Context: an optimization exercise on an open-source flow, tuned for small area, a short achievable clock period and few clock cycles per item. The choices shown serve that exercise and are no tape-out recipe.
At most, simulation tests tie the RTL to the original design; equivalence was not proved.
The RTL of runs 1 to 4 was laid out without a check of its function.

==> flow/constraint.sdc <==
create_clock -name core_clock -period 10.5 [get_ports {clk}]
set_input_delay 2.1000 -clock core_clock [delete_from_list [all_inputs] [get_ports {clk}]]
set_output_delay 2.1000 -clock core_clock [all_outputs]
set_load 0.01 [all_outputs]
==> flow/design.v <==
`default_nettype none
package agpt_pkg;
  localparam int MEAS_W    = 16;
  localparam int CFG_W     = 16;
  localparam int CFG_IDX_W = 2;
  localparam int VAR_W     = 24;
  localparam int DEN_W     = VAR_W + 1;
  localparam int GAIN_W    = 17;
  localparam logic [CFG_IDX_W-1:0] CFG_PROCESS_NOISE = 2'd0;
  localparam logic [CFG_IDX_W-1:0] CFG_MEAS_NOISE    = 2'd1;
  localparam logic [CFG_IDX_W-1:0] CFG_VEL_GAIN      = 2'd2;
  localparam logic [CFG_W-1:0]  PROCESS_NOISE_RST = 16'd1024;
  localparam logic [CFG_W-1:0]  MEAS_NOISE_RST    = 16'd6400;
  localparam logic [CFG_W-1:0]  VEL_GAIN_RST      = 16'd19661;
  localparam logic [VAR_W-1:0]  VAR_RST   = 24'd256;
  localparam logic [VAR_W-1:0]  VAR_MAX   = 24'hFFFFFF;
endpackage
`default_nettype wire
`default_nettype none
module agpt_div #(
  parameter int W   = 25,
  parameter int NST = 2
) (
  input  wire logic [W-1:0]       rem_in,
  input  wire logic [W-1:0]       den,
  input  wire logic [W+1:0]       den3,
  output logic      [W-1:0]       rem_out,
  output logic      [2*NST-1:0]   q
);
  always_comb begin
    logic [W-1:0] r;
    logic [W+2:0] t1, t2, t3;
    r = rem_in;
    for (int i = NST - 1; i >= 0; i--) begin
      t1 = {1'b0, r, 2'b00} - {3'b000, den};
      t2 = {1'b0, r, 2'b00} - {2'b00, den, 1'b0};
      t3 = {1'b0, r, 2'b00} - {1'b0, den3};
      if (!t3[W+2]) begin
        r = t3[W-1:0];
        q[2*i +: 2] = 2'd3;
      end else if (!t2[W+2]) begin
        r = t2[W-1:0];
        q[2*i +: 2] = 2'd2;
      end else if (!t1[W+2]) begin
        r = t1[W-1:0];
        q[2*i +: 2] = 2'd1;
      end else begin
        r = {r[W-3:0], 2'b00};
        q[2*i +: 2] = 2'd0;
      end
    end
    rem_out = r;
  end
endmodule
module agpt_benc #(
  parameter int AW = 17,
  parameter int ND = (AW + 2) / 2
) (
  input  wire logic [AW-1:0]   a,
  output logic      [3*ND-1:0] d
);
  logic [2*ND:0] ax;
  assign ax = {{(2*ND-AW){1'b0}}, a, 1'b0};
  always_comb begin
    for (int j = 0; j < ND; j++) begin
      logic [2:0] g;
      g = ax[2*j +: 3];
      d[3*j]     = g[0] ^ g[1];
      d[3*j + 1] = (g == 3'b011) || (g == 3'b100);
      d[3*j + 2] = g[2] && !(g == 3'b111);
    end
  end
endmodule
module agpt_mul #(
  parameter int ND = 9,
  parameter int BW = 25,
  parameter int PW = 43
) (
  input  wire logic [3*ND-1:0]      d,
  input  wire logic signed [BW-1:0] b,
  input  wire logic [PW-1:0]        c,
  output logic      [PW-1:0]        p
);
  localparam int WW = BW + 1;              
  logic [PW-1:0]    rows [ND];
  logic [PW-1:0]    negs;
  logic [PW-1:0]    kc;
  always_comb begin
    kc   = '0;
    negs = '0;
    for (int j = 0; j < ND; j++) begin
      logic          one, two, neg;
      logic [WW-1:0] m;
      one  = d[3*j];
      two  = d[3*j + 1];
      neg  = d[3*j + 2];
      m    = one ? {b[BW-1], b} : (two ? {b, 1'b0} : '0);
      m    = neg ? ~m : m;
      rows[j] = '0;
      rows[j][2*j +: WW] = {~m[WW-1], m[WW-2:0]};
      negs[2*j] = neg;
      kc = kc - (PW'(1) << (WW - 1 + 2*j));
    end
  end
  always_comb begin
    p = c + kc + negs;
    for (int j = 0; j < ND; j++) p = p + rows[j];
  end
endmodule
`default_nettype wire
`default_nettype none
module alpha_gain_position_tracker (
  input  wire logic                 clk,
  input  wire logic                 rst_n,
  input  wire logic                 cfg_we,
  input  wire logic [1:0]           cfg_index,
  input  wire logic [15:0]          cfg_data,
  input  wire logic                 in_valid,
  output logic                      in_stall,
  input  wire logic [32:0]          in_data,
  output logic                      out_valid,
  input  wire logic                 out_stall,
  output logic [32:0]               out_data
);
  localparam int POS_W  = 24;
  localparam int STEP_W = 21;
  localparam int VAR_W  = 24;
  localparam int DEN_W  = 25;
  localparam int MB_W   = 25;           
  localparam int PW     = 18 + MB_W;    
  localparam int NIT    = 4;            
  localparam int CNT_W  = 2;
  localparam logic [2:0] T0 = 3'd0;
  localparam logic [2:0] T1 = 3'd1;
  localparam logic [2:0] T2 = 3'd2;
  localparam logic [2:0] T3 = 3'd3;
  localparam logic [2:0] T4 = 3'd4;
  localparam logic [2:0] T5 = 3'd5;
  localparam logic [2:0] TP = 3'd6;     
  localparam logic [1:0] V_IDLE = 2'd0;
  localparam logic [1:0] V_RUN  = 2'd1;
  localparam logic [1:0] V_DONE = 2'd2;
  localparam logic [1:0] V_FIX  = 2'd3;    
  function automatic logic signed [POS_W-1:0] sat_pos(input logic signed [POS_W+1:0] v);
    if ((&v[POS_W+1:POS_W-1]) || !(|v[POS_W+1:POS_W-1]))
      sat_pos = v[POS_W-1:0];
    else
      sat_pos = v[POS_W+1] ? {1'b1, {(POS_W-1){1'b0}}} : {1'b0, {(POS_W-1){1'b1}}};
  endfunction
  function automatic logic signed [STEP_W-1:0] sat_step(input logic signed [MB_W:0] v);
    if ((&v[MB_W:STEP_W-1]) || !(|v[MB_W:STEP_W-1]))
      sat_step = v[STEP_W-1:0];
    else
      sat_step = v[MB_W] ? {1'b1, {(STEP_W-1){1'b0}}} : {1'b0, {(STEP_W-1){1'b1}}};
  endfunction
  function automatic logic signed [15:0] to_port(input logic signed [POS_W-1:0] p);
    logic [15:0] h;
    logic        c;
    h = p[POS_W-1:8];
    c = p[7];
    for (int i = 0; i < 16; i++) begin
      to_port[i] = h[i] ^ c;
      c          = c & h[i];
    end
    if (!h[15] && to_port[15]) to_port = 16'h7FFF;
  endfunction
  logic [15:0]               pn_r, mn_r, vg_r;
  logic [2:0]                seq_r;
  logic                      seeded_r;
  logic                      epa_r;         
  logic signed [POS_W-1:0]   pos_r  [2];
  logic signed [STEP_W-1:0]  step_r [2];
  logic [VAR_W-1:0]          var_r;
  logic signed [MB_W-1:0]    mb_r;          
  logic signed [PW-1:0]      prod_r;
  logic                      out_valid_r;
  logic [1:0]                vst_r;
  logic [CNT_W-1:0]          vcnt_r;
  logic [DEN_W-1:0]          rem_r;
  logic [DEN_W-1:0]          den_r;
  logic [DEN_W+1:0]          den3_r;        
  logic [16:0]               q_r;           
  logic                      z_r;           
  logic                      det;
  logic signed [15:0]        meas_x, meas_y;
  logic                      out_free;
  logic                      frame_ps;      
  logic                      frame_c;       
  logic                      go_ps, go_c;
  logic                      early_p;
  assign det      = in_data[32];
  assign meas_x   = in_data[31:16];
  assign meas_y   = in_data[15:0];
  assign out_free = !out_valid_r || !out_stall;
  assign frame_ps = in_valid && (!det || !seeded_r);
  assign frame_c  = in_valid && det && seeded_r;
  assign go_ps    = (seq_r == T0) && frame_ps && out_free;
  assign go_c     = (seq_r == T0) && frame_c && out_free && (vst_r == V_DONE);
  assign early_p  = (seq_r >= T2) && in_valid && !det && !epa_r;
  assign in_stall = !(go_ps || (seq_r == T1));
  logic [16:0]               a_nx;
  logic [26:0]               a_enc;
  logic [26:0]               benc_r;
  logic signed [PW-1:0]      mul_c;
  logic signed [PW-1:0]      prod;
  always_comb begin
    if ((seq_r == T0 && go_c) || seq_r == T1) a_nx = q_r;
    else if (seq_r == T2 || seq_r == T3)      a_nx = {1'b0, vg_r};
    else                                      a_nx = {1'b0, mn_r};
    if (seq_r == T0) mul_c = PW'(rem_r);
    else             mul_c = PW'(32768);
  end
  agpt_benc #(.AW(17)) u_benc (
    .a (a_nx),
    .d (a_enc)
  );
  always_ff @(posedge clk) benc_r <= a_enc;
  agpt_mul #(.ND(9), .BW(MB_W), .PW(PW)) u_mul (
    .d (benc_r),
    .b (mb_r),
    .c (mul_c),
    .p (prod)
  );
  logic signed [MB_W-1:0]  prod_hi;    
  assign prod_hi = prod_r[MB_W+15:16];
  logic                      load_c;
  logic                      p_upd;
  logic [VAR_W-1:0]          vbase;
  logic [VAR_W:0]            vsum;
  logic [VAR_W-1:0]          vp;
  logic [DEN_W-1:0]          rem_nx;
  logic [3:0]                qbits;
  logic                      ld_run;        
  logic                      ld_fix;
  logic                      ld_data;
  logic [VAR_W-1:0]          lbase;
  logic [15:0]               lpn;
  logic [DEN_W-1:0]          dsum;
  logic [DEN_W+1:0]          dsum3;
  assign load_c  = (seq_r == T1);
  assign p_upd   = (go_ps && !epa_r) || early_p;
  assign ld_fix  = (vst_r == V_FIX);
  assign ld_data = load_c || vst_r == V_IDLE || ld_fix;
  assign ld_run  = ld_data && !(p_upd && !load_c);
  assign vbase   = load_c ? prod_r[VAR_W+15:16] : var_r;
  assign vsum    = {1'b0, vbase} + (VAR_W+1)'(pn_r);
  assign vp      = vsum[VAR_W] ? {VAR_W{1'b1}} : vsum[VAR_W-1:0];
  assign lbase   = load_c ? prod_r[VAR_W+15:16] : (var_r | {VAR_W{ld_fix}});
  assign lpn     = ld_fix ? 16'd0 : pn_r;
  assign dsum    = DEN_W'(lbase) + DEN_W'(lpn) + DEN_W'(mn_r);
  assign dsum3   = (DEN_W+2)'({lbase, 1'b0}) + (DEN_W+2)'(lbase)
                 + (DEN_W+2)'({lpn, 1'b0}) + (DEN_W+2)'(lpn)
                 + (DEN_W+2)'({mn_r, 1'b0}) + (DEN_W+2)'(mn_r);
  agpt_div #(.W(DEN_W), .NST(2)) u_div (
    .rem_in  (rem_r),
    .den     (den_r),
    .den3    (den3_r),
    .rem_out (rem_nx),
    .q       (qbits)
  );
  always_ff @(posedge clk) begin
    if (!rst_n) begin
      var_r  <= agpt_pkg::VAR_RST;
      vst_r  <= V_IDLE;
      vcnt_r <= '0;
    end else if (cfg_we) begin
      vst_r  <= V_IDLE;
    end else if (ld_run) begin
      if (load_c) var_r <= vbase;
      vst_r  <= (!load_c && !ld_fix && vsum[VAR_W] && mn_r != '0) ? V_FIX : V_RUN;
      vcnt_r <= '0;
    end else if (p_upd) begin
      var_r  <= vp;
      vst_r  <= V_IDLE;
    end else if (vst_r == V_RUN) begin
      vcnt_r <= vcnt_r + 1'b1;
      if (vcnt_r == CNT_W'(NIT - 1)) vst_r <= V_DONE;
    end
  end
  always_ff @(posedge clk) begin
    if (ld_data) begin
      if (mn_r == '0) begin
        rem_r  <= '0;
        den_r  <= '1;
        den3_r <= '1;
        z_r    <= (vp != '0);
      end else begin
        if (!ld_fix) rem_r <= DEN_W'(vp);
        den_r  <= dsum;
        den3_r <= dsum3;
        z_r    <= 1'b0;
      end
    end else if (vst_r == V_RUN) begin
      rem_r <= rem_nx;
      q_r[15:0] <= {q_r[11:0], qbits};
      if (vcnt_r == CNT_W'(NIT - 1)) q_r[16] <= z_r;
    end
  end
  always_ff @(posedge clk) begin
    if (!rst_n) begin
      pn_r <= agpt_pkg::PROCESS_NOISE_RST;
      mn_r <= agpt_pkg::MEAS_NOISE_RST;
      vg_r <= agpt_pkg::VEL_GAIN_RST;
    end else if (cfg_we) begin
      case (cfg_index)
        2'd0: pn_r <= cfg_data;
        2'd1: mn_r <= cfg_data;
        2'd2: vg_r <= cfg_data;
        default: ;
      endcase
    end
  end
  always_ff @(posedge clk) begin
    if (!rst_n) begin
      seq_r       <= T0;
      seeded_r    <= 1'b0;
      epa_r       <= 1'b0;
      out_valid_r <= 1'b0;
      for (int i = 0; i < 2; i++) begin
        pos_r[i]  <= '0;
        step_r[i] <= '0;
      end
    end else begin
      if (out_valid_r && !out_stall) out_valid_r <= 1'b0;
      if (early_p) epa_r <= 1'b1;
      case (seq_r)
        T0: begin
          if (go_ps) begin
            epa_r <= 1'b0;
            if (det) begin
              pos_r[0]    <= POS_W'(meas_x) <<< 8;
              pos_r[1]    <= POS_W'(meas_y) <<< 8;
              step_r[0]   <= '0;
              step_r[1]   <= '0;
              seeded_r    <= 1'b1;
              out_valid_r <= 1'b1;
            end else begin
              pos_r[0]    <= upd_pos;
              seq_r       <= TP;
            end
          end else if (go_c) begin
            pos_r[0] <= upd_pos;
            seq_r    <= T1;
          end
        end
        TP: begin
          pos_r[1]    <= upd_pos;
          out_valid_r <= 1'b1;
          seq_r       <= T0;
        end
        T1: begin
          pos_r[1] <= upd_pos;
          seq_r    <= T2;
        end
        T2: begin
          pos_r[0] <= upd_pos;
          seq_r    <= T3;
        end
        T3: begin
          pos_r[1]    <= upd_pos;
          out_valid_r <= 1'b1;
          seq_r       <= T4;
        end
        T4: begin
          step_r[0] <= upd_step;
          seq_r     <= T5;
        end
        T5: begin
          step_r[1] <= upd_step;
          seq_r     <= T0;
        end
        default: seq_r <= T0;
      endcase
    end
  end
  logic signed [POS_W-1:0]   upd_a;
  logic signed [MB_W-1:0]    upd_b;
  logic signed [MB_W:0]      upd_sum;
  logic signed [POS_W-1:0]   upd_pos;
  logic signed [STEP_W-1:0]  upd_step;
  logic                      upd_y;
  always_comb begin
    upd_y = (seq_r == T1) || (seq_r == TP) || (seq_r == T3) || (seq_r == T5);
    if (seq_r == T4 || seq_r == T5) upd_a = upd_y ? POS_W'(step_r[1]) : POS_W'(step_r[0]);
    else                            upd_a = upd_y ? pos_r[1] : pos_r[0];
    if (seq_r == T0 || seq_r == T1 || seq_r == TP)
      upd_b = upd_y ? MB_W'(step_r[1]) : MB_W'(step_r[0]);
    else
      upd_b = prod_hi;
  end
  assign upd_sum  = (MB_W+1)'(upd_a) + (MB_W+1)'(upd_b);
  assign upd_pos  = sat_pos((POS_W+2)'(upd_sum));
  assign upd_step = sat_step(upd_sum);
  logic signed [15:0]        res_m;
  logic signed [MB_W-1:0]    res_ns;
  logic                      pp_ovf;
  logic signed [MB_W-1:0]    resid;
  assign res_m  = (seq_r == T1) ? meas_y : meas_x;
  assign res_ns = MB_W'($signed({res_m, 8'h00})) - MB_W'(upd_a) - MB_W'(upd_b);
  assign pp_ovf = !((&upd_sum[MB_W:POS_W-1]) || !(|upd_sum[MB_W:POS_W-1]));
  always_comb begin
    if (!pp_ovf)           resid = res_ns;
    else if (upd_sum[MB_W]) resid = {1'b0, ~res_m[15], res_m[14:0], 8'h00};   
    else                    resid = {1'b1, ~res_m[15], res_m[14:0], 8'h01};   
  end
  always_ff @(posedge clk) begin
    prod_r <= prod;
    if (seq_r == T0 && go_c || seq_r == T1)
      mb_r <= resid;
    else if (seq_r == T2 || seq_r == T3)
      mb_r <= prod_hi;
    else if (vst_r == V_RUN && vcnt_r == CNT_W'(NIT - 1))
      mb_r <= MB_W'({z_r, q_r[11:0], qbits});   
 end
  assign out_valid = out_valid_r;
  assign out_data  = {to_port(pos_r[0]), to_port(pos_r[1]), seeded_r};
endmodule
`default_nettype wire
==> flow/run.sh <==
#!/bin/bash
# synth_recipe.tcl (not shown) runs the flow's synth.tcl, then flattens the netlist and writes it again
# the make line also repeats each setting of config.mk as NAME=value (left out here)
make -C /OpenROAD-flow-scripts/flow DESIGN_CONFIG=/design/flow/config.mk WORK_HOME=/design/flow/orfs CLKGATE_MAP_FILE= SYNTH_SCRIPT=/design/flow/synth_recipe.tcl finish
==> flow/config.mk <==
export PLATFORM = sky130hd
export DESIGN_NAME = alpha_gain_position_tracker
export DESIGN_NICKNAME = alpha_gain_position_tracker
export VERILOG_FILES = /design/flow/design.v
export SDC_FILE = /design/flow/constraint.sdc
export NUM_CORES = 4
export LEC_CHECK = 0
export ABC_AREA = 1
export CAP_MARGIN = 20
export CORE_MARGIN = 2
export CORE_UTILIZATION = 50
export PLACE_DENSITY = 0.75
export SETUP_SLACK_MARGIN = 4.5
export SLEW_MARGIN = 20
==> impl_metrics.json, run 1 <==
{
  "status": "finished clean",
  "initial_core_util_pct": 50.3,
  "fin_ws_ns": 4.56,
  "grt_setup_unrepaired": "false",
  "yosysWarningCount": 7,
  "cts_buffers": 37,
  "synth.area.top_cells": "fa_1 12%, ha_1 12%, nand2_1 12%, dfxtp_1 9.7%, o21ai_0 8.6%",
  "postRouteAntennaNets": 0,
  "register_area_um2": 8050,
  "yosysTopAreaCellShare_pct": 12.1,
  "instances_no_fill": 7929,
  "synth_top_flop_cell": "dfxtp_1",
  "drc": 0,
  "syn_to_final_growth_pct": 9.18,
  "critPathLaunchType": "flip-flop",
  "first_iter_violations": 5735,
  "worst_pin_slew_ns": 1.02,
  "worstSetupEndpointType": "output port",
  "antenna_found_initial": 2,
  "dpl_worst_slack_ns": 3.81,
  "cts_hold_buf": 0,
  "cts.sinks": 342,
  "synth_edf_count": 119,
  "gp_congestion": 1.01,
  "setup_viol": 0,
  "worst-setup-path-type": "flip-flop to output port",
  "clkLatencyLatePin_ns": 0.58,
  "nets": 7491,
  "multi_input_area_um2": 33400,
  "ys_seq_area_share_pct": 17.5,
  "synth.top_cells.by_count": "1443 x nand2_1, 1021 x inv_1, 794 x o21ai_0, 532 x a21oi_1, 441 x ha_1",
  "boundaryPins": 91,
  "clockBufferDepth": 3,
  "grtUsageTotal_pct": 33.7,
  "synth_cell_types": 62,
  "min_period_over_period_pct": 56.6,
  "finalCriticalPeriod_ns": 5.94,
  "drt_wl_total_um": 165000,
  "grt_pass1_vias": 43300,
  "n_antenna_cell": 0,
  "clkSlewWorstSetupHoldPaths_ns": 0.06,
  "final.fill_count": 8856,
  "syn_area_um2": 46000,
  "avgViaCountPerCell": 5.88,
  "path_cells": "ha_4 -> ha_1 -> ha_2 -> ha_4 -> ha_4 -> ha_2 -> ha_2 -> ha_2 -> ha_4 -> ha_2 -> ha_4 -> ha_4 -> ha_4 -> ha_4 -> ha_4 -> nand2_4 -> buf_6 -> nand2_1 -> buf_2",
  "hpwl_um": 127000,
  "syn_nets": 7458,
  "cts_root_buf": "clkbuf_16",
  "grt_first_pass_wirelength_um": 248000,
  "dp.cells": 7750,
  "drive_gt1_share_pct": 7.24,
  "fin_area_um2": 50200,
  "core_um2": 91400,
  "crit_fanout": 5,
  "fp.dieArea_um2": 94400,
  "cp_data_arrival_time_ns": 3.84,
  "critPathMaxStageDelay_ns": 0.36,
  "wl_per_cell_um": 20.8,
  "synthCells": 6684,
  "dieHeight_um": 307,
  "critPathRequiredTime_ns": 8.40,
  "firstDrtPassIters": 9,
  "fin_tns_setup_ns": 0,
  "syn_avg_cell_area_um2": 6.88,
  "cts_tree": "done",
  "hp-class": "flip-flop to flip-flop",
  "drv_slew": 0,
  "relSlewSlack_pct": 31.9,
  "die_x_um": 307,
  "slowest_stage": "dfxtp_4",
  "place_area_um2": 47600,
  "synth_top_area_cell": "fa_1",
  "hold_viol": 0,
  "async_flop_share_pct": 0,
  "htreeDepth": 2,
  "skew_ns": 0.0233,
  "ys_ff_latch": 342,
  "timing.fmax_ghz": 0.168,
  "via_count": 46600,
  "drv_cap": 0,
  "synth_most_common_cell": "nand2_1",
  "rows": 111,
  "crit_top_cell": "ha_4",
  "grt_start_max_net_pins": 76,
  "overflow": 0,
  "port_buffers": 90
}
## routing by layer
layer	GRT usage (%)	routed length [µm]	vias to the layer above
met4	13.7	8830	4
met2	50.5	68700	2836
li1	-	-	21800
met3	7.01	19700	483
met1	47.1	67500	21500
met5	0	80	-
## kinds of logic after synthesis
kind of cell,after synthesis,synth area share [%]
AOI/OAI and AO/OA,1580,18.5
xor gates and xnor gates,393,7.49
adders and majority gates,718,24.1
buffers and inverters,1296,10.9
DFF,342,17.5
muxes,8,0.174
and+or+nand+nor,2347,21.4
## worst max-delay path, delay by kind of cell, from the launching register on
family	cells	cell delay (ns)
buffers and inverters	2	0.24
DFF	1	0.36
and+or+nand+nor	2	0.15
adders and majority gates	15	2.51
## registers in the layout, summed over array words and instances, names as in the netlist, 2 cells and up
register / flops
den3_r: 26
rem_r: 25
var_r: 24
mn_r: 16
mb_r: 25
pos_r: 48
vcnt_r: 2
vg_r: 16
seq_r: 3
vst_r: 2
prod_r: 25
den_r: 25
q_r: 17
pn_r: 16
benc_r: 26
step_r: 42
## through the flow
stage / hold WS, ns / utilization, %
final: 0.463 / 54.9
after global routing: 0.481 / 54.9
after CTS: 0.462 / 53.7
after detailed placement: 0.449 / 52.1
after global placement: 0.443 / 52.1
after floorplan: 0.427 / -
## repair_timing
| action | in CTS | in global routing |
|---|---|---|
| gates cloned | 3 | 10 |
| setup endpoints to repair | 200 | 194 |
| buffers inserted | 19 | 80 |
| resized for setup | 173 | 132 |
| pin swaps | 3 | 4 |
## cell type report
| cell class | instances | area share, % |
|---|---|---|
| flip-flops and latches | 342 | 16.0 |
| well taps | 1186 | 2.96 |
| clock buffers | 45 | 1.99 |
| repair buffers | 231 | 3.82 |
| repair inverters | 9 | 0.125 |
| clock inverters | 20 | 0.439 |
| inverters | 1046 | 8.09 |
| multi-input cells | 5050 | 66.5 |
## final timing paths
check | start | endpoint | slack [ns] | cells after the start
max | pos_r[1][7] | out_data[11] | 4.56 | 19
max reg2reg | benc_r[8] | prod_r[38] | 4.57 | 22
min reg2reg | var_r[8] | var_r[8] | 0.46 | 2
min | var_r[8] | var_r[8] | 0.46 | 2
## cells in the final DEF, fill, tap and decap left out, types with 16 or more instances in the layout
cell	instances
buf_4	125
or2_2	60
clkbuf_16	38
o211ai_1	34
a21o_1	32
nand4_1	45
inv_2	20
clkinvlp_4	31
nand2_2	17
a21oi_1	528
dfxtp_1	213
inv_1	989
ha_4	16
a31oi_1	24
edfxtp_1	119
a21boi_0	19
xnor2_1	89
o21ai_1	52
xor2_1	303
ha_1	412
o22ai_1	17
nand3_1	323
o21ai_0	773
o21bai_1	20
clkdlybuf4s50_1	57
nor2_1	350
nor3_1	44
buf_2	24
fa_1	277
nand2_1	1434
==> run 2: changes to the inputs <==
--- a/flow/config.mk
+++ b/flow/config.mk
@@ -10,5 +10,4 @@
 export CORE_MARGIN = 2
 export CORE_UTILIZATION = 50
-export PLACE_DENSITY = 0.75
-export SETUP_SLACK_MARGIN = 4.5
+export SETUP_SLACK_MARGIN = 4.2
 export SLEW_MARGIN = 20
==> impl_metrics.json, run 2 <==
{
  "status": "finished clean",
  "synth_top_area_cell": "fa_1",
  "hp-class": "flip-flop to flip-flop",
  "port_buffers": 90,
  "min_path_cells": 2,
  "instances_no_fill": 7907,
  "fp.dieArea_um2": 94400,
  "antenna_found_initial": 2,
  "register_area_um2": 8050,
  "postRouteAntennaNets": 0,
  "cts_tree": "done",
  "final.fill_count": 9317,
  "syn_area_um2": 46000,
  "min_period_over_period_pct": 58.8,
  "gp_congestion": 1.02,
  "drc": 0,
  "timing.fmax_ghz": 0.162,
  "top_register": "pos_r",
  "cts_buffers": 41,
  "fin_ws_ns": 4.33,
  "worst_pin_slew_ns": 1.10,
  "grt_first_pass_wirelength_um": 256000,
  "cp_top_family": "adder cells",
  "drive_gt1_share_pct": 6.03,
  "critPathRequiredTime_ns": 8.40,
  "multi_input_area_um2": 33200,
  "firstDrtPassIters": 6,
  "hold_viol": 0,
  "min_to": "pos_r[1][6]",
  "r2r_slack_ns": 4.40,
  "avgViaCountPerCell": 5.78,
  "critPathLaunchType": "flip-flop",
  "grtUsageTotal_pct": 35.2,
  "boundaryPins": 91,
  "place_area_um2": 47700,
  "syn_avg_cell_area_um2": 6.88,
  "yosysWarningCount": 7,
  "drv_slew": 0,
  "finalCriticalPeriod_ns": 6.17,
  "die_x_um": 307,
  "cts_root_buf": "clkbuf_16",
  "grt_start_max_net_pins": 75,
  "dp.cells": 7757,
  "drt_wl_total_um": 170000,
  "dieHeight_um": 307,
  "via_count": 45700,
  "crit_top_cell": "ha_1",
  "r2r_cells": 24,
  "synth_cell_types": 62,
  "final_cell_mix": "1436 x nand2_1, 1012 x inv_1, 783 x o21ai_0",
  "synth.area.top_cells": "fa_1 12%, ha_1 12%, nand2_1 12%, dfxtp_1 9.7%, o21ai_0 8.6%",
  "fin_tns_setup_ns": 0,
  "synthCells": 6684,
  "r2r_end": "prod_r[38]",
  "worst-setup-path-type": "flip-flop to output port",
  "synth_most_common_cell": "nand2_1",
  "yosysTopAreaCellShare_pct": 12.1,
  "synth_top_flop_cell": "dfxtp_1",
  "synth_edf_count": 119,
  "slowest_stage": "dfxtp_2",
  "wl_per_cell_um": 21.5,
  "n_antenna_cell": 0,
  "core_um2": 91400,
  "nets": 7463,
  "clockBufferDepth": 3,
  "grt_setup_unrepaired": "true",
  "fin_area_um2": 49900,
  "syn_to_final_growth_pct": 8.48,
  "reg_top3": "pos_r: 48 flops, step_r: 42 flops",
  "path_cells": "ha_2 -> ha_1 -> ha_1 -> ha_1 -> ha_1 -> ha_1 -> ha_1 -> ha_1 -> ha_1 -> ha_1 -> ha_1 -> ha_1 -> ha_1 -> ha_2 -> ha_4 -> nand2_4 -> nand2_1 -> dlygate4sd2_1",
  "initial_core_util_pct": 50.3,
  "relSlewSlack_pct": 27.0,
  "rr_startpoint": "mb_r[1]",
  "worstSetupEndpointType": "output port",
  "dpl_worst_slack_ns": 3.87,
  "setup_viol": 0,
  "largest_register_ffs": 48,
  "critPathMaxStageDelay_ns": 0.34,
  "ys_seq_area_share_pct": 17.5,
  "grt_pass1_vias": 42500,
  "holdWs_ns": 0.462,
  "first_iter_violations": 5625,
  "ys_ff_latch": 342,
  "hold_start": "pos_r[1][6]",
  "cts.sinks": 342,
  "crit_fanout": 7,
  "cp_data_arrival_time_ns": 4.07,
  "cts_hold_buf": 0,
  "synth.top_cells.by_count": "1443 x nand2_1, 1021 x inv_1, 794 x o21ai_0, 532 x a21oi_1, 441 x ha_1",
  "drv_cap": 0,
  "async_flop_share_pct": 0,
  "postLayoutCoreUtil_pct": 54.6,
  "htreeDepth": 2,
  "clkSlewWorstSetupHoldPaths_ns": 0.06,
  "overflow": 0,
  "skew_ns": 0.0300,
  "critical_path_buf_inv_count": 1,
  "clkLatencyLatePin_ns": 0.60,
  "syn_nets": 7458,
  "rows": 111,
  "layout_commonest_cell": "nand2_1",
  "hpwl_um": 133000,
  "crit_start": "pos_r[0][7]"
}
==> run 2: worst max-delay path by stage <==
| stage | endpoint | slack, ns | depth (start not counted) |
|---|---|---|---|
| final | out_data[21] | 4.33 | 18 |
| after global routing | prod_r[38] | 4.10 | 19 |
| after CTS | out_data[14] | 4.04 | 19 |
| after detailed placement | mb_r[24] | 3.87 | 26 |
| after global placement | mb_r[24] | 3.94 | 26 |
| after floorplan | out_data[22] | 4.95 | 18 |
==> run 2: kinds of logic (layout without fill, tap and decap cells) <==
logic type | count (synthesis) | count (layout) | share of synthesized area, %
flip-flops | 342 | 342 | 17.5
AND/OR/NAND/NOR | 2347 | 2350 | 21.4
adder cells (fa/ha/maj) | 718 | 718 | 24.1
multiplexers | 8 | 8 | 0.174
XOR/XNOR | 393 | 393 | 7.49
buffers and inverters | 1296 | 1330 | 10.9
AO/OA/AOI/OAI | 1580 | 1580 | 18.5
==> run 2: routing by layer <==
layer	part of all wire, %	track usage [%]	vias up
li1	-	-	21700
met1	45	52.3	21500
met2	42	51.8	2157
met3	9.4	5.88	280
met4	3.3	10.5	2
met5	0.0077	0	-
==> run 2: timing repair <==
item                                    in CTS  in global routing
endpoints found under the setup margin     153                190
setup buffers                                2                 63
pin swaps                                    2                  1
resized for setup                           87                 89
cloned                                       4                  5
==> run 2: layout make-up <==
cell class | instances | area share [%]
timing repair inverter | 6 | 0.0853
clock buffer | 55 | 2.33
timing repair buffer | 203 | 3.38
sequential | 342 | 16.1
clock inverter | 20 | 0.557
multi-input combinational | 5049 | 66.5
tap | 1186 | 2.98
inverter | 1046 | 7.99
==> run 2: worst register-to-register path: stages, from the launching register on <==
cell	delay (ns)
edfxtp_1	0.70
clkinvlp_4	0.18
buf_4	0.22
buf_4	0.15
o21ai_0	0.12
o21ai_0	0.13
xor2_1	0.16
inv_1	0.06
fa_1	0.48
inv_1	0.06
fa_1	0.52
inv_1	0.05
fa_1	0.38
fa_1	0.61
ha_1	0.27
ha_1	0.32
a21oi_1	0.22
inv_1	0.08
nor2_1	0.12
o221ai_1	0.14
a21oi_1	0.15
nand2_1	0.13
a31oi_1	0.34
o21ai_0	0.20
xor2_1	0.17
==> run 3: changes to the inputs <==
--- a/flow/design.v
+++ b/flow/design.v
@@ -24,5 +24,4 @@
   input  wire logic [W-1:0]       rem_in,
   input  wire logic [W-1:0]       den,
-  input  wire logic [W+1:0]       den3,
   output logic      [W-1:0]       rem_out,
   output logic      [2*NST-1:0]   q
@@ -31,9 +30,15 @@
     logic [W-1:0] r;
     logic [W+2:0] t1, t2, t3;
+    logic [W+2:0] a3, b3, c3, s3, k3;
     r = rem_in;
     for (int i = NST - 1; i >= 0; i--) begin
       t1 = {1'b0, r, 2'b00} - {3'b000, den};
       t2 = {1'b0, r, 2'b00} - {2'b00, den, 1'b0};
-      t3 = {1'b0, r, 2'b00} - {1'b0, den3};
+      a3 = {1'b0, r, 2'b10};
+      b3 = ~{2'b00, den, 1'b0};
+      c3 = ~{3'b000, den};
+      s3 = a3 ^ b3 ^ c3;
+      k3 = (a3 & b3) | (a3 & c3) | (b3 & c3);
+      t3 = s3 + {k3[W+1:0], 1'b0};
       if (!t3[W+2]) begin
         r = t3[W-1:0];
@@ -179,5 +184,4 @@
   logic [DEN_W-1:0]          rem_r;
   logic [DEN_W-1:0]          den_r;
-  logic [DEN_W+1:0]          den3_r;        
   logic [16:0]               q_r;           
   logic                      z_r;           
@@ -233,14 +237,11 @@
   logic                      ld_run;        
   logic                      ld_fix;
-  logic                      ld_data;
   logic [VAR_W-1:0]          lbase;
   logic [15:0]               lpn;
   logic [DEN_W-1:0]          dsum;
-  logic [DEN_W+1:0]          dsum3;
   assign load_c  = (seq_r == T1);
   assign p_upd   = (go_ps && !epa_r) || early_p;
   assign ld_fix  = (vst_r == V_FIX);
-  assign ld_data = load_c || vst_r == V_IDLE || ld_fix;
-  assign ld_run  = ld_data && !(p_upd && !load_c);
+  assign ld_run  = load_c || ((vst_r == V_IDLE || ld_fix) && !p_upd);
   assign vbase   = load_c ? prod_r[VAR_W+15:16] : var_r;
   assign vsum    = {1'b0, vbase} + (VAR_W+1)'(pn_r);
@@ -249,11 +250,7 @@
   assign lpn     = ld_fix ? 16'd0 : pn_r;
   assign dsum    = DEN_W'(lbase) + DEN_W'(lpn) + DEN_W'(mn_r);
-  assign dsum3   = (DEN_W+2)'({lbase, 1'b0}) + (DEN_W+2)'(lbase)
-                 + (DEN_W+2)'({lpn, 1'b0}) + (DEN_W+2)'(lpn)
-                 + (DEN_W+2)'({mn_r, 1'b0}) + (DEN_W+2)'(mn_r);
   agpt_div #(.W(DEN_W), .NST(2)) u_div (
     .rem_in  (rem_r),
     .den     (den_r),
-    .den3    (den3_r),
     .rem_out (rem_nx),
     .q       (qbits)
@@ -279,14 +276,12 @@
   end
   always_ff @(posedge clk) begin
-    if (ld_data) begin
+    if (ld_run) begin
       if (mn_r == '0) begin
         rem_r  <= '0;
         den_r  <= '1;
-        den3_r <= '1;
         z_r    <= (vp != '0);
       end else begin
         if (!ld_fix) rem_r <= DEN_W'(vp);
         den_r  <= dsum;
-        den3_r <= dsum3;
         z_r    <= 1'b0;
       end
--- a/flow/config.mk
+++ b/flow/config.mk
@@ -6,8 +6,7 @@
 export NUM_CORES = 4
 export LEC_CHECK = 0
-export ABC_AREA = 1
 export CAP_MARGIN = 20
 export CORE_MARGIN = 2
 export CORE_UTILIZATION = 50
-export SETUP_SLACK_MARGIN = 4.2
+export SETUP_SLACK_MARGIN = 4.5
 export SLEW_MARGIN = 20
==> impl_metrics.json, run 3 <==
{
  "hold_viol": 0,
  "final_cell_mix": "687 x nand2_1, 381 x inv_1, 348 x a21oi_1",
  "cts.sinks": 316,
  "syn_avg_cell_area_um2": 8.05,
  "drv_cap": 0,
  "worst-setup-path-type": "flip-flop to flip-flop",
  "drc": 0,
  "grtUsageTotal_pct": 35.7,
  "avgViaCountPerCell": 6.13,
  "crit_start": "rem_r[0]",
  "fp.dieArea_um2": 84000,
  "relSlewSlack_pct": 22.7,
  "yosysWarningCount": 7,
  "boundaryPins": 91,
  "slowest_stage": "fa_1",
  "synth_edf_count": 93,
  "grt_pass1_vias": 37600,
  "synth_top_area_cell": "fa_1",
  "reg_top3": "pos_r: 48 flops, step_r: 42 flops, benc_r: 26 flops",
  "setup_viol": 0,
  "syn_area_um2": 40800,
  "yosysTopAreaCellShare_pct": 12.8,
  "crit_fanout": 7,
  "synth.top_cells.by_count": "699 x nand2_1, 427 x inv_1, 393 x ha_1, 373 x a21oi_1, 290 x o21ai_0",
  "critical_path_buf_inv_count": 5,
  "top_register": "pos_r",
  "grt_setup_unrepaired": "true",
  "hp-class": "flip-flop to flip-flop",
  "clkSlewWorstSetupHoldPaths_ns": 0.06,
  "cp_data_arrival_time_ns": 6.95,
  "skew_ns": 0.0326,
  "fin_tns_setup_ns": 0,
  "largest_register_ffs": 48,
  "drv_slew": 0,
  "cts_hold_buf": 0,
  "final.fill_count": 7227,
  "status": "finished clean",
  "firstDrtPassIters": 6,
  "critPathLaunchType": "flip-flop",
  "initial_core_util_pct": 50.6,
  "worst_pin_slew_ns": 1.16,
  "ys_ff_latch": 316,
  "nets": 6008,
  "gp_congestion": 0.958,
  "synth_top_flop_cell": "dfxtp_1",
  "first_iter_violations": 3551,
  "drt_wl_total_um": 152000,
  "critPathRequiredTime_ns": 10.80,
  "layout_commonest_cell": "nand2_1",
  "finalCriticalPeriod_ns": 6.65,
  "drive_gt1_share_pct": 16.2,
  "min_period_over_period_pct": 63.3,
  "rr_startpoint": "rem_r[0]",
  "cts_buffers": 39,
  "cts_root_buf": "clkbuf_16",
  "holdWs_ns": 0.452,
  "syn_nets": 5780,
  "async_flop_share_pct": 0,
  "fin_ws_ns": 3.85,
  "overflow": 0,
  "synth_cell_types": 98,
  "timing.fmax_ghz": 0.150,
  "synth_most_common_cell": "nand2_1",
  "synthCells": 5069,
  "crit_top_cell": "inv_2",
  "hpwl_um": 108000,
  "via_count": 39200,
  "clockBufferDepth": 3,
  "worstSetupEndpointType": "flip-flop",
  "synth.area.top_cells": "fa_1 13%, ha_1 12%, dfxtp_1 11%, edfxtp_1 6.8%, nand2_1 6.4%",
  "core_um2": 80700,
  "antenna_found_initial": 8,
  "ys_seq_area_share_pct": 17.8,
  "htreeDepth": 2,
  "dieHeight_um": 290,
  "grt_start_max_net_pins": 67,
  "clkLatencyLatePin_ns": 0.58,
  "critPathMaxStageDelay_ns": 0.57,
  "cts_tree": "done",
  "postRouteAntennaNets": 0,
  "syn_to_final_growth_pct": 20.6,
  "grt_first_pass_wirelength_um": 229000,
  "dpl_worst_slack_ns": 2.36,
  "rows": 104,
  "die_x_um": 290,
  "wl_per_cell_um": 23.8,
  "cp_top_family": "compound AO/OA/AOI/OAI gates",
  "hold_start": "step_r[1][6]",
  "port_buffers": 90
}
run 3: cell types whose count changed after synthesis, sizes merged, moves of 84 or more:
cell and delta:
a21o +84, nand2b +95, mux2i +97, a22oi +129, o21ai -542, a21oi -163, xor2 -119, nor2 -116
inv -614, xnor2 +152, nand3 -232, nand2 -756
run 3: final timing paths:
kind	end	slack, ns	depth (start not counted)
setup / recovery	rem_r[24]	3.85	27
hold / removal	step_r[1][6]	0.45	2
setup reg to reg	rem_r[24]	3.85	27
hold reg to reg	step_r[1][6]	0.45	2
run 3: layer usage:
| layer | GRT usage (%) | share of wire (%) | vias up |
|---|---|---|---|
| li1 | - | - | 18100 |
| met1 | 48.6 | 42 | 18900 |
| met2 | 56.5 | 44 | 1847 |
| met3 | 6.37 | 9.0 | 302 |
| met4 | 13.4 | 4.5 | 14 |
| met5 | 0.511 | 0.090 | - |
run 3: logic make-up (layout without fill, tap and decap cells):
logic type / Yosys count / after routing / share of synthesized area, %
AO/OA/AOI/OAI: 1439 / 1441 / 23.3
other: 0 / 2 / 0
XOR/XNOR: 426 / 426 / 9.14
multiplexers: 112 / 112 / 2.77
buffers and inverters: 725 / 976 / 6.80
AND/OR/NAND/NOR: 1396 / 1402 / 15.3
adder cells (fa/ha/maj): 655 / 655 / 24.9
flip-flops: 316 / 316 / 17.8
run 3: per-stage QoR:
| stage | utilization (%) | std cells | area (µm²) |
|---|---|---|---|
| 5_1_grt | 61.0 | 6388 | 49200 |
| 3_3_place_gp | 53.2 | 6009 | 42900 |
| 6_report | 61.1 | 6390 | 49300 |
| 3_5_place_dp | 53.2 | 6009 | 42900 |
| 4_1_cts | 59.5 | 6316 | 48000 |
| 2_1_floorplan | - | 5069 | 41300 |
run 3: worst min-delay path: stages, from the launching register on:
cell	delay [ns]
dfxtp_1	0.31
nand2_1	0.05
a21oi_1	0.05
run 3: timing repair:
action	in CTS	in global routing
setup buffers	213	71
resized for setup	451	168
pin swaps	115	101
cloned	22	1
endpoints found under the setup margin	199	107
run 3: final cells by class:
cell class,count,area [µm²],area share (%)
Sequential cell,316,7320,14.9
Multi-Input combinational cell,4036,33000,66.9
Clock buffer,52,1090,2.20
Antenna cell,2,5.00,0.0102
Tap cell,1060,1330,2.69
Clock inverter,20,211,0.429
Inverter,428,1680,3.40
Timing Repair Buffer,476,4670,9.48
==> run 4: changes to the inputs <==
--- a/flow/config.mk
+++ b/flow/config.mk
@@ -9,4 +9,4 @@
 export CORE_MARGIN = 2
 export CORE_UTILIZATION = 50
-export SETUP_SLACK_MARGIN = 4.5
+export SETUP_SLACK_MARGIN = 5.0
 export SLEW_MARGIN = 20
==> impl_metrics.json, run 4 <==
{
  "relSlewSlack_pct": 26.6,
  "wl_per_cell_um": 24.0,
  "synth_fa_ha_area_share_pct": 24.9,
  "cts.sinks": 316,
  "rows": 104,
  "reg_top3": "pos_r: 48 flops, step_r: 42 flops, benc_r: 26 flops",
  "overflow": 0,
  "syn_area_um2": 40800,
  "grtUsageTotal_pct": 36.2,
  "syn_nets": 5780,
  "critical_path_buf_inv_count": 4,
  "drt_wl_total_um": 154000,
  "min_path_cells": 2,
  "status": "finished clean",
  "synth-simple-area-share_pct": 15.3,
  "hold_start": "step_r[1][18]",
  "drive_gt1_share_pct": 18.4,
  "synth.area.top_cells": "fa_1 13%, ha_1 12%, dfxtp_1 11%, edfxtp_1 6.8%, nand2_1 6.4%",
  "htreeDepth": 2,
  "grt_start_max_net_pins": 50,
  "min_to": "step_r[1][18]",
  "postRouteAntennaNets": 0,
  "min_period_over_period_pct": 63.8,
  "fp.dieArea_um2": 84000,
  "synthXorXnorAreaFrac_pct": 9.14,
  "drc": 0,
  "largest_register_ffs": 48,
  "critPathRequiredTime_ns": 10.81,
  "hpwl_um": 107000,
  "cp_data_arrival_time_ns": 7.01,
  "die_x_um": 290,
  "r2r_cells": 26,
  "clkLatencyLatePin_ns": 0.59,
  "synth_compound_area_share_pct": 23.3,
  "hold_viol": 0,
  "cts_root_buf": "clkbuf_16",
  "grt_pass1_vias": 37700,
  "grt_setup_unrepaired": "true",
  "grt_first_pass_wirelength_um": 232000,
  "dpl_worst_slack_ns": 2.42,
  "async_flop_share_pct": 0,
  "firstDrtPassIters": 9,
  "clkSlewWorstSetupHoldPaths_ns": 0.06,
  "yosysWarningCount": 7,
  "critPathMaxStageDelay_ns": 0.57,
  "r2r_slack_ns": 3.80,
  "drv_cap": 0,
  "final_cell_mix": "690 x nand2_1, 385 x inv_1, 342 x a21oi_1",
  "syn_avg_cell_area_um2": 8.05,
  "ys_ff_latch": 316,
  "finalCriticalPeriod_ns": 6.70,
  "slowest_stage": "or4b_4",
  "synth_cell_types": 98,
  "synthCells": 5069,
  "top_register": "pos_r",
  "timing.fmax_ghz": 0.149,
  "boundaryPins": 91,
  "r2r_end": "rem_r[14]",
  "synth.top_cells.by_count": "699 x nand2_1, 427 x inv_1, 393 x ha_1, 373 x a21oi_1, 290 x o21ai_0",
  "synth_most_common_cell": "nand2_1",
  "worst-setup-path-type": "flip-flop to flip-flop",
  "cts_tree": "done",
  "port_buffers": 90,
  "cp_top_family": "compound AO/OA/AOI/OAI gates",
  "crit_fanout": 6,
  "dieHeight_um": 290,
  "synth_top_family_by_area": "adder cells",
  "first_iter_violations": 3543,
  "fin_tns_setup_ns": 0,
  "initial_core_util_pct": 50.6,
  "cts_hold_buf": 0,
  "fin_ws_ns": 3.80,
  "gp_congestion": 0.969,
  "rr_startpoint": "den_r[20]",
  "hp-class": "flip-flop to flip-flop",
  "synth_top_flop_cell": "dfxtp_1",
  "drv_slew": 0,
  "setup_viol": 0,
  "antenna_found_initial": 9,
  "synth_edf_count": 93,
  "layout_commonest_cell": "nand2_1",
  "core_um2": 80700,
  "skew_ns": 0.0405,
  "via_count": 39400,
  "nets": 6032,
  "yosysTopAreaCellShare_pct": 12.8,
  "ys_seq_area_share_pct": 17.8,
  "syn_to_final_growth_pct": 23.5,
  "cp.depth": 26,
  "avgViaCountPerCell": 6.14,
  "synthMuxAreaShare_pct": 2.77,
  "cts_buffers": 38,
  "synth_top_area_cell": "fa_1",
  "worstSetupEndpointType": "flip-flop",
  "clockBufferDepth": 3,
  "worst_pin_slew_ns": 1.10,
  "critPathLaunchType": "flip-flop"
}
[run 4: changes by cell type in the layout (fill, tap and decap cells not counted), moves of 11 or more]
cell	delta
buf_2	+11
buf_6	+36
dlygate4sd2_1	-15
ha_1	-12
ha_4	+13
mux2i_1	-21
mux2i_4	+12
o21ai_1	+11
[run 4: how the worst max path moves through the flow]
| stage | from | end | slack, ns |
|---|---|---|---|
| 6_report | den_r[20] | rem_r[14] | 3.80 |
| 5_1_grt | rem_r[0] | rem_r[14] | 3.66 |
| 4_1_cts | rem_r[0] | rem_r[24] | 3.90 |
| 3_5_place_dp | den_r[0] | rem_r[19] | 2.42 |
| 3_3_place_gp | den_r[0] | rem_r[19] | 2.48 |
| 2_1_floorplan | rem_r[0] | rem_r[24] | 4.21 |
[run 4: cell type report]
cell class,count,area (µm²)
fillers,7122,30300
diodes,6,15.0
inverters,428,1660
multi-input cells,4037,33700
repair buffers,500,5060
clock inverters,15,189
well taps,1060,1330
clock buffers,54,1110
flip-flops and latches,316,7320
[run 4: cells by family (layout without fill, tap and decap cells)]
group                    after synthesis  count (layout)
flip-flops                           316             316
AO/OA/AOI/OAI                       1439            1443
other                                  0               6
adder cells (fa/ha/maj)              655             655
buffers and inverters                725             997
XOR/XNOR                             426             426
AND/OR/NAND/NOR                     1396            1401
multiplexers                         112             112
[run 4: metal layers]
| layer | global-route usage (%) | wire length (µm) |
|---|---|---|
| met5 | 0 | 69 |
| met4 | 13.5 | 6990 |
| met3 | 5.74 | 13000 |
| met2 | 57.6 | 69300 |
| met1 | 49.3 | 64900 |
[run 4: timing repair]
item	in CTS	in global routing
gates cloned	24	2
resized for setup	628	205
buffers inserted	243	65
setup endpoints to repair	216	194
pin swaps	120	111
[run 4: tightest hold or removal path: stages, from the launching register on]
cell and delay [ns]:
dfxtp_1 0.31, nand2_1 0.05, a21oi_1 0.05
[run 4: through the flow]
stage / instance area (µm²) / hold WS [ns] / cells / util [%]
floorplan: 41500 / 0.425 / 5069 / -
global placement: 43000 / 0.440 / 6007 / 53.3
detailed placement: 43000 / 0.444 / 6007 / 53.3
CTS: 48900 / 0.450 / 6343 / 60.7
global route: 50400 / 0.464 / 6410 / 62.5
finish: 50400 / 0.455 / 6416 / 62.5
==> run 5: changes to the inputs <==
--- a/flow/design.v
+++ b/flow/design.v
@@ -24,4 +24,5 @@
   input  wire logic [W-1:0]       rem_in,
   input  wire logic [W-1:0]       den,
+  input  wire logic [W+1:0]       den3,
   output logic      [W-1:0]       rem_out,
   output logic      [2*NST-1:0]   q
@@ -30,15 +31,9 @@
     logic [W-1:0] r;
     logic [W+2:0] t1, t2, t3;
-    logic [W+2:0] a3, b3, c3, s3, k3;
     r = rem_in;
     for (int i = NST - 1; i >= 0; i--) begin
       t1 = {1'b0, r, 2'b00} - {3'b000, den};
       t2 = {1'b0, r, 2'b00} - {2'b00, den, 1'b0};
-      a3 = {1'b0, r, 2'b10};
-      b3 = ~{2'b00, den, 1'b0};
-      c3 = ~{3'b000, den};
-      s3 = a3 ^ b3 ^ c3;
-      k3 = (a3 & b3) | (a3 & c3) | (b3 & c3);
-      t3 = s3 + {k3[W+1:0], 1'b0};
+      t3 = {1'b0, r, 2'b00} - {1'b0, den3};
       if (!t3[W+2]) begin
         r = t3[W-1:0];
@@ -143,4 +138,5 @@
   localparam logic [2:0] T5 = 3'd5;
   localparam logic [2:0] TP = 3'd6;     
+  localparam logic [2:0] TS = 3'd7;     
   localparam logic [1:0] V_IDLE = 2'd0;
   localparam logic [1:0] V_RUN  = 2'd1;
@@ -184,4 +180,5 @@
   logic [DEN_W-1:0]          rem_r;
   logic [DEN_W-1:0]          den_r;
+  logic [DEN_W+1:0]          den3_r;        
   logic [16:0]               q_r;           
   logic                      z_r;           
@@ -201,6 +198,6 @@
   assign go_ps    = (seq_r == T0) && frame_ps && out_free;
   assign go_c     = (seq_r == T0) && frame_c && out_free && (vst_r == V_DONE);
-  assign early_p  = (seq_r >= T2) && in_valid && !det && !epa_r;
-  assign in_stall = !(go_ps || (seq_r == T1));
+  assign early_p  = (seq_r >= T2) && (seq_r <= T5) && in_valid && !det && !epa_r;
+  assign in_stall = !((seq_r == T1) || (seq_r == TP) || (seq_r == TS));
   logic [16:0]               a_nx;
   logic [26:0]               a_enc;
@@ -212,6 +209,6 @@
     else if (seq_r == T2 || seq_r == T3)      a_nx = {1'b0, vg_r};
     else                                      a_nx = {1'b0, mn_r};
-    if (seq_r == T0) mul_c = PW'(rem_r);
-    else             mul_c = PW'(32768);
+    if (t0_r) mul_c = PW'(rem_r);
+    else      mul_c = PW'(32768);
   end
   agpt_benc #(.AW(17)) u_benc (
@@ -220,4 +217,8 @@
   );
   always_ff @(posedge clk) benc_r <= a_enc;
+  logic                      t0_r;
+  always_ff @(posedge clk)
+    t0_r <= !rst_n || (seq_r == T0 && !go_ps && !go_c) || seq_r == T5 ||
+            seq_r == TP || seq_r == TS;
   agpt_mul #(.ND(9), .BW(MB_W), .PW(PW)) u_mul (
     .d (benc_r),
@@ -237,11 +238,14 @@
   logic                      ld_run;        
   logic                      ld_fix;
+  logic                      ld_data;
   logic [VAR_W-1:0]          lbase;
   logic [15:0]               lpn;
   logic [DEN_W-1:0]          dsum;
+  logic [DEN_W+1:0]          dsum3;
   assign load_c  = (seq_r == T1);
   assign p_upd   = (go_ps && !epa_r) || early_p;
   assign ld_fix  = (vst_r == V_FIX);
-  assign ld_run  = load_c || ((vst_r == V_IDLE || ld_fix) && !p_upd);
+  assign ld_data = load_c || vst_r == V_IDLE || ld_fix;
+  assign ld_run  = ld_data && !(p_upd && !load_c);
   assign vbase   = load_c ? prod_r[VAR_W+15:16] : var_r;
   assign vsum    = {1'b0, vbase} + (VAR_W+1)'(pn_r);
@@ -250,7 +254,11 @@
   assign lpn     = ld_fix ? 16'd0 : pn_r;
   assign dsum    = DEN_W'(lbase) + DEN_W'(lpn) + DEN_W'(mn_r);
+  assign dsum3   = (DEN_W+2)'({lbase, 1'b0}) + (DEN_W+2)'(lbase)
+                 + (DEN_W+2)'({lpn, 1'b0}) + (DEN_W+2)'(lpn)
+                 + (DEN_W+2)'({mn_r, 1'b0}) + (DEN_W+2)'(mn_r);
   agpt_div #(.W(DEN_W), .NST(2)) u_div (
     .rem_in  (rem_r),
     .den     (den_r),
+    .den3    (den3_r),
     .rem_out (rem_nx),
     .q       (qbits)
@@ -276,12 +284,14 @@
   end
   always_ff @(posedge clk) begin
-    if (ld_run) begin
+    if (ld_data) begin
       if (mn_r == '0) begin
         rem_r  <= '0;
         den_r  <= '1;
+        den3_r <= '1;
         z_r    <= (vp != '0);
       end else begin
         if (!ld_fix) rem_r <= DEN_W'(vp);
         den_r  <= dsum;
+        den3_r <= dsum3;
         z_r    <= 1'b0;
       end
@@ -329,5 +339,5 @@
               step_r[1]   <= '0;
               seeded_r    <= 1'b1;
-              out_valid_r <= 1'b1;
+              seq_r       <= TS;
             end else begin
               pos_r[0]    <= upd_pos;
@@ -343,4 +353,8 @@
           out_valid_r <= 1'b1;
           seq_r       <= T0;
+        end
+        TS: begin
+          out_valid_r <= 1'b1;
+          seq_r       <= T0;
         end
         T1: begin
--- a/flow/config.mk
+++ b/flow/config.mk
@@ -6,7 +6,8 @@
 export NUM_CORES = 4
 export LEC_CHECK = 0
+export ABC_AREA = 1
 export CAP_MARGIN = 20
 export CORE_MARGIN = 2
 export CORE_UTILIZATION = 50
-export SETUP_SLACK_MARGIN = 5.0
+export SETUP_SLACK_MARGIN = 4.5
 export SLEW_MARGIN = 20
==> impl_metrics.json, run 5 <==
{
  "core_um2": 90300,
  "cts_root_buf": "clkbuf_16",
  "fin_ws_ns": 4.57,
  "register_area_um2": 8070,
  "grt_first_pass_wirelength_um": 265000,
  "synth_most_common_cell": "nand2_1",
  "syn_area_um2": 45800,
  "synth_top_flop_cell": "dfxtp_1",
  "fin_area_um2": 50500,
  "postRouteAntennaNets": 0,
  "avgViaCountPerCell": 5.86,
  "grt_start_max_net_pins": 67,
  "cts.sinks": 343,
  "synthCells": 6626,
  "synth_cell_types": 59,
  "nets": 7453,
  "gp_congestion": 1.06,
  "syn_to_final_growth_pct": 10.5,
  "drt_wl_total_um": 178000,
  "hpwl_um": 139000,
  "relSlewSlack_pct": 31.5,
  "multi_input_area_um2": 33400,
  "drv_slew": 0,
  "ys_seq_area_share_pct": 17.6,
  "firstDrtPassIters": 7,
  "drc": 0,
  "htreeDepth": 2,
  "overflow": 0,
  "setup_viol": 0,
  "yosysTopAreaCellShare_pct": 12.1,
  "synth_top_area_cell": "fa_1",
  "wl_per_cell_um": 22.6,
  "synth.top_cells.by_count": "1343 x nand2_1, 1022 x inv_1, 789 x o21ai_0, 546 x a21oi_1, 441 x ha_1",
  "drive_gt1_share_pct": 7.79,
  "hold_viol": 0,
  "drv_cap": 0,
  "critical_path_buf_inv_count": 2,
  "async_flop_share_pct": 0,
  "largest_register_ffs": 48,
  "cts_buffers": 41,
  "grt_pass1_vias": 43000,
  "crit_fanout": 7,
  "critPathMaxStageDelay_ns": 0.37,
  "final.fill_count": 9162,
  "worst_pin_slew_ns": 1.02,
  "ys_ff_latch": 343,
  "timing.fmax_ghz": 0.169,
  "dieHeight_um": 306,
  "grt_setup_unrepaired": "false",
  "cp_data_arrival_time_ns": 3.83,
  "place_area_um2": 47500,
  "fp.dieArea_um2": 93900,
  "port_buffers": 90,
  "synth.area.top_cells": "fa_1 12%, ha_1 12%, nand2_1 11%, dfxtp_1 9.8%, o21ai_0 8.6%",
  "boundaryPins": 91,
  "hp-class": "flip-flop to flip-flop",
  "layout_commonest_cell": "nand2_1",
  "clockBufferDepth": 3,
  "clkSlewWorstSetupHoldPaths_ns": 0.06,
  "yosysWarningCount": 7,
  "clkLatencyLatePin_ns": 0.62,
  "path_cells": "ha_4 -> ha_2 -> ha_2 -> ha_1 -> ha_2 -> ha_2 -> ha_2 -> ha_2 -> ha_2 -> ha_4 -> ha_4 -> ha_4 -> ha_4 -> ha_4 -> ha_4 -> nand2_4 -> buf_6 -> nand2_1 -> buf_2",
  "finalCriticalPeriod_ns": 5.93,
  "critPathLaunchType": "flip-flop",
  "syn_nets": 7400,
  "cts_hold_buf": 0,
  "min_period_over_period_pct": 56.4,
  "first_iter_violations": 5484,
  "worst-setup-path-type": "flip-flop to output port",
  "critPathRequiredTime_ns": 8.40,
  "skew_ns": 0.0398,
  "grtUsageTotal_pct": 36.9,
  "initial_core_util_pct": 50.7,
  "cts_tree": "done",
  "final_cell_mix": "1322 x nand2_1, 1000 x inv_1, 765 x o21ai_0",
  "rows": 110,
  "worstSetupEndpointType": "output port",
  "status": "finished clean",
  "die_x_um": 306,
  "dpl_worst_slack_ns": 3.72,
  "slowest_stage": "dfxtp_4",
  "holdWs_ns": 0.461,
  "antenna_found_initial": 5,
  "via_count": 46200,
  "cp_top_family": "adder cells",
  "reg_top3": "pos_r: 48 flops, step_r: 42 flops",
  "fin_tns_setup_ns": 0,
  "syn_avg_cell_area_um2": 6.90,
  "synth_edf_count": 119,
  "top_register": "pos_r"
}
==> run 5: final timing paths <==
| path | startpoint | endpoint | slack [ns] | cells past startpoint |
|---|---|---|---|---|
| setup / recovery | pos_r[1][7] | out_data[15] | 4.57 | 19 |
| hold / removal | var_r[7] | var_r[7] | 0.46 | 2 |
| setup reg to reg | rem_r[19] | rem_r[17] | 4.58 | 31 |
| hold reg to reg | var_r[7] | var_r[7] | 0.46 | 2 |
==> run 5: cell families (layout without fill, tap and decap cells) <==
family	count (synthesis)	count (layout)	synth area share [%]
muxes	12	12	0.263
AOI/OAI and AO/OA	1612	1612	18.8
adders and majority gates	718	718	24.2
and+or+nand+nor	2241	2247	20.6
DFF	343	343	17.6
buffers and inverters	1298	1378	10.9
xor gates and xnor gates	402	402	7.70
other	0	1	0
==> run 5: metal layers <==
layer	GRT usage, %	part of all wire, %
met1	54.5	44
met5	0	0.015
met4	11.6	3.7
met3	6.02	11
met2	54.6	42
==> run 5: timing repair <==
item,in CTS,in global routing
pin swaps,4,7
gates cloned,5,8
gates resized for setup,208,144
setup buffers,24,80
setup endpoints to repair,191,160
==> run 5: through the flow <==
stage | util (%) | cells
after detailed placement | 52.6 | 7695
after global placement | 52.6 | 7695
final | 56.0 | 7889
after global routing | 56.0 | 7888
after floorplan | - | 6626
after CTS | 54.7 | 7800
==> run 5: worst reg2reg max path, delay by kind of cell, from the launching register on <==
kind                     cells  cell delay [ns]
AO/OA/AOI/OAI                3             0.52
adder cells (fa/ha/maj)      2             0.88
buffers and inverters        5             0.82
flip-flops                   1             0.61
AND/OR/NAND/NOR             21             2.81
==> run 5: final cells by class <==
type                            count  area share [%]
Antenna cell                        1         0.00495
Clock buffer                       53            2.30
Clock inverter                     23           0.550
Inverter                         1053            8.00
Multi-Input combinational cell   4991            66.2
Sequential cell                   343            16.0
Tap cell                         1176            2.91
Timing Repair Buffer              242            3.98
Timing Repair inverter              7           0.104
Testbench counts of run 5, summed over its fixed seeds: cycles 17,844, frames 3,200.
==> run 6: changes to the inputs <==
--- a/flow/config.mk
+++ b/flow/config.mk
@@ -10,4 +10,5 @@
 export CORE_MARGIN = 2
 export CORE_UTILIZATION = 50
+export PLACE_DENSITY = 0.75
 export SETUP_SLACK_MARGIN = 4.5
 export SLEW_MARGIN = 20
==> impl_metrics.json, run 6 <==
{
  "status": "finished clean",
  "syn_avg_cell_area_um2": 6.90,
  "met2_usage_pct": 54.8,
  "clkSlewWorstSetupHoldPaths_ns": 0.07,
  "synth_cell_types": 59,
  "first_iter_violations": 5909,
  "syn_area_um2": 45800,
  "reg_top3": "pos_r: 48 flops, step_r: 42 flops",
  "avgViaCountPerCell": 5.93,
  "antenna_found_initial": 0,
  "initial_core_util_pct": 50.7,
  "crit_top_cell": "ha_2",
  "rows": 110,
  "hpwl_um": 136000,
  "cts_buffers": 40,
  "layout_commonest_cell": "nand2_1",
  "hold_start": "var_r[20]",
  "synthCells": 6626,
  "fp.dieArea_um2": 93900,
  "fin_ws_ns": 4.58,
  "async_flop_share_pct": 0,
  "syn_to_final_growth_pct": 10.2,
  "slowest_stage": "dfxtp_4",
  "wl_per_cell_um": 22.3,
  "ys_seq_area_share_pct": 17.6,
  "timing.fmax_ghz": 0.169,
  "final_cell_mix": "1318 x nand2_1, 993 x inv_1, 760 x o21ai_0",
  "htreeDepth": 2,
  "drv_cap": 0,
  "finalCriticalPeriod_ns": 5.92,
  "path_cells": "ha_4 -> ha_1 -> ha_2 -> ha_1 -> ha_2 -> ha_2 -> ha_1 -> ha_2 -> ha_4 -> ha_4 -> ha_2 -> ha_1 -> ha_2 -> ha_4 -> ha_4 -> nand2_8 -> nand2_2 -> buf_2",
  "dieHeight_um": 306,
  "min_path_cells": 2,
  "top_register": "pos_r",
  "r2r_cells": 22,
  "crit_fanout": 8,
  "port_buffers": 90,
  "clockBufferDepth": 3,
  "cp_data_arrival_time_ns": 3.82,
  "critPathRequiredTime_ns": 8.40,
  "grtUsageTotal_pct": 36.1,
  "worst_pin_slew_ns": 1.16,
  "core_um2": 90300,
  "dpl_worst_slack_ns": 3.86,
  "skew_ns": 0.0379,
  "drt_wl_total_um": 175000,
  "worst-setup-path-type": "flip-flop to output port",
  "setup_viol": 0,
  "largest_register_ffs": 48,
  "drive_gt1_share_pct": 7.86,
  "grt_first_pass_wirelength_um": 262000,
  "worstSetupEndpointType": "output port",
  "grtUsageMet3_pct": 7.21,
  "yosysTopAreaCellShare_pct": 12.1,
  "syn_nets": 7400,
  "grt_pass1_vias": 44000,
  "nets": 7422,
  "clkLatencyLatePin_ns": 0.60,
  "relSlewSlack_pct": 22.4,
  "die_x_um": 306,
  "top_usage_layer": "met2",
  "postRouteAntennaNets": 0,
  "synth_top_area_cell": "fa_1",
  "firstDrtPassIters": 7
}
run 6: cell counts after synthesis:
No cell type changed its count.
run 6: critical path, delay by kind of cell (launching register included):
family                   cells  cell delay (ns)
flip-flops                   1             0.36
AND/OR/NAND/NOR              2             0.17
buffers and inverters        1             0.14
adder cells (fa/ha/maj)     15             2.55
run 6: worst paths after layout:
check	to	slack [ns]
hold reg to reg	var_r[20]	0.46
setup / recovery	out_data[7]	4.58
setup reg to reg	prod_r[39]	4.60
hold / removal	var_r[20]	0.46
run 6: metal layers:
| metal | wire, µm | up-vias |
|---|---|---|
| met1 | 71700 | 21800 |
| li1 | - | 21600 |
| met5 | 0 | - |
| met4 | 9720 | 0 |
| met3 | 20000 | 445 |
| met2 | 73800 | 2728 |
run 6: area by class of cell:
type                    instances  area [µm²]  share of cell area, %
multi-input cells            4990       33500                   66.5
well taps                    1176        1470                   2.92
clock buffers                  55        1150                   2.28
repair buffers                212        1830                   3.62
inverters                    1053        4040                   8.02
clock inverters                19         226                  0.449
repair inverters                8        57.6                  0.114
flip-flops and latches        343        8080                   16.0
diodes                          4        10.0                 0.0199
run 6: kinds of logic after synthesis:
| logic type | synth area share, % |
|---|---|
| compound gates | 18.8 |
| xor+xnor | 7.70 |
| fa+ha+maj | 24.2 |
| buf+inv | 10.9 |
| flops | 17.6 |
| mux | 0.263 |
| simple gates | 20.6 |
run 6: timing repair:
action,in CTS,in global routing
gates resized for setup,206,195
hold endpoints to repair,0,0
cloned,8,5
pin swaps,3,16
setup buffers,34,37
hold buffers,0,0
setup endpoints to repair,95,163
run 6: stage by stage:
step | instance area (µm²) | util [%] | hold WS [ns] | instances
floorplan | 45800 | - | 0.426 | 6626
global placement | 47500 | 52.6 | 0.444 | 7697
detailed placement | 47500 | 52.6 | 0.450 | 7697
CTS | 49300 | 54.6 | 0.464 | 7813
global route | 50400 | 55.8 | 0.480 | 7856
finish | 50400 | 55.8 | 0.465 | 7860

## what the ideal ports hide
The flow's constraints put no driver on any port. The routed layouts listed below were extracted and timed again, unchanged, in two steps.
Step 1: set_driving_cell puts a clkbuf_16 on clk and a buf_2 on each other input, an assumption about the parent block.
Step 2 moves the port delays by t, midway between the first and last clock arrival at a register: inputs arrive t later, outputs are due t later. That takes back most of the time a late clock gives input paths.
a / b / c = no drivers / after step 1 / after step 2; a / b = the first two.
run	shift t [ns]	setup slack, ns	slew at the worst register clock pin (ns)
run 1	0.637	4.557 / 4.492 / 4.236	0.07 / 0.07
run 2	0.649	4.326 / 4.260 / 4.171	0.07 / 0.07
run 3	0.625	3.851 / 3.851 / 3.851	0.06 / 0.06
run 4	0.643	3.801 / 3.801 / 3.801	0.07 / 0.07
run 5	0.669	4.573 / 4.502 / 4.244	0.07 / 0.07
run 6	0.638	4.576 / 4.515 / 4.275	0.07 / 0.07
After both steps every run listed still meets setup and hold. For run 5, which loses most, drivers alone change the setup slack by -0.071 ns; drivers and shift together by -0.329 ns.
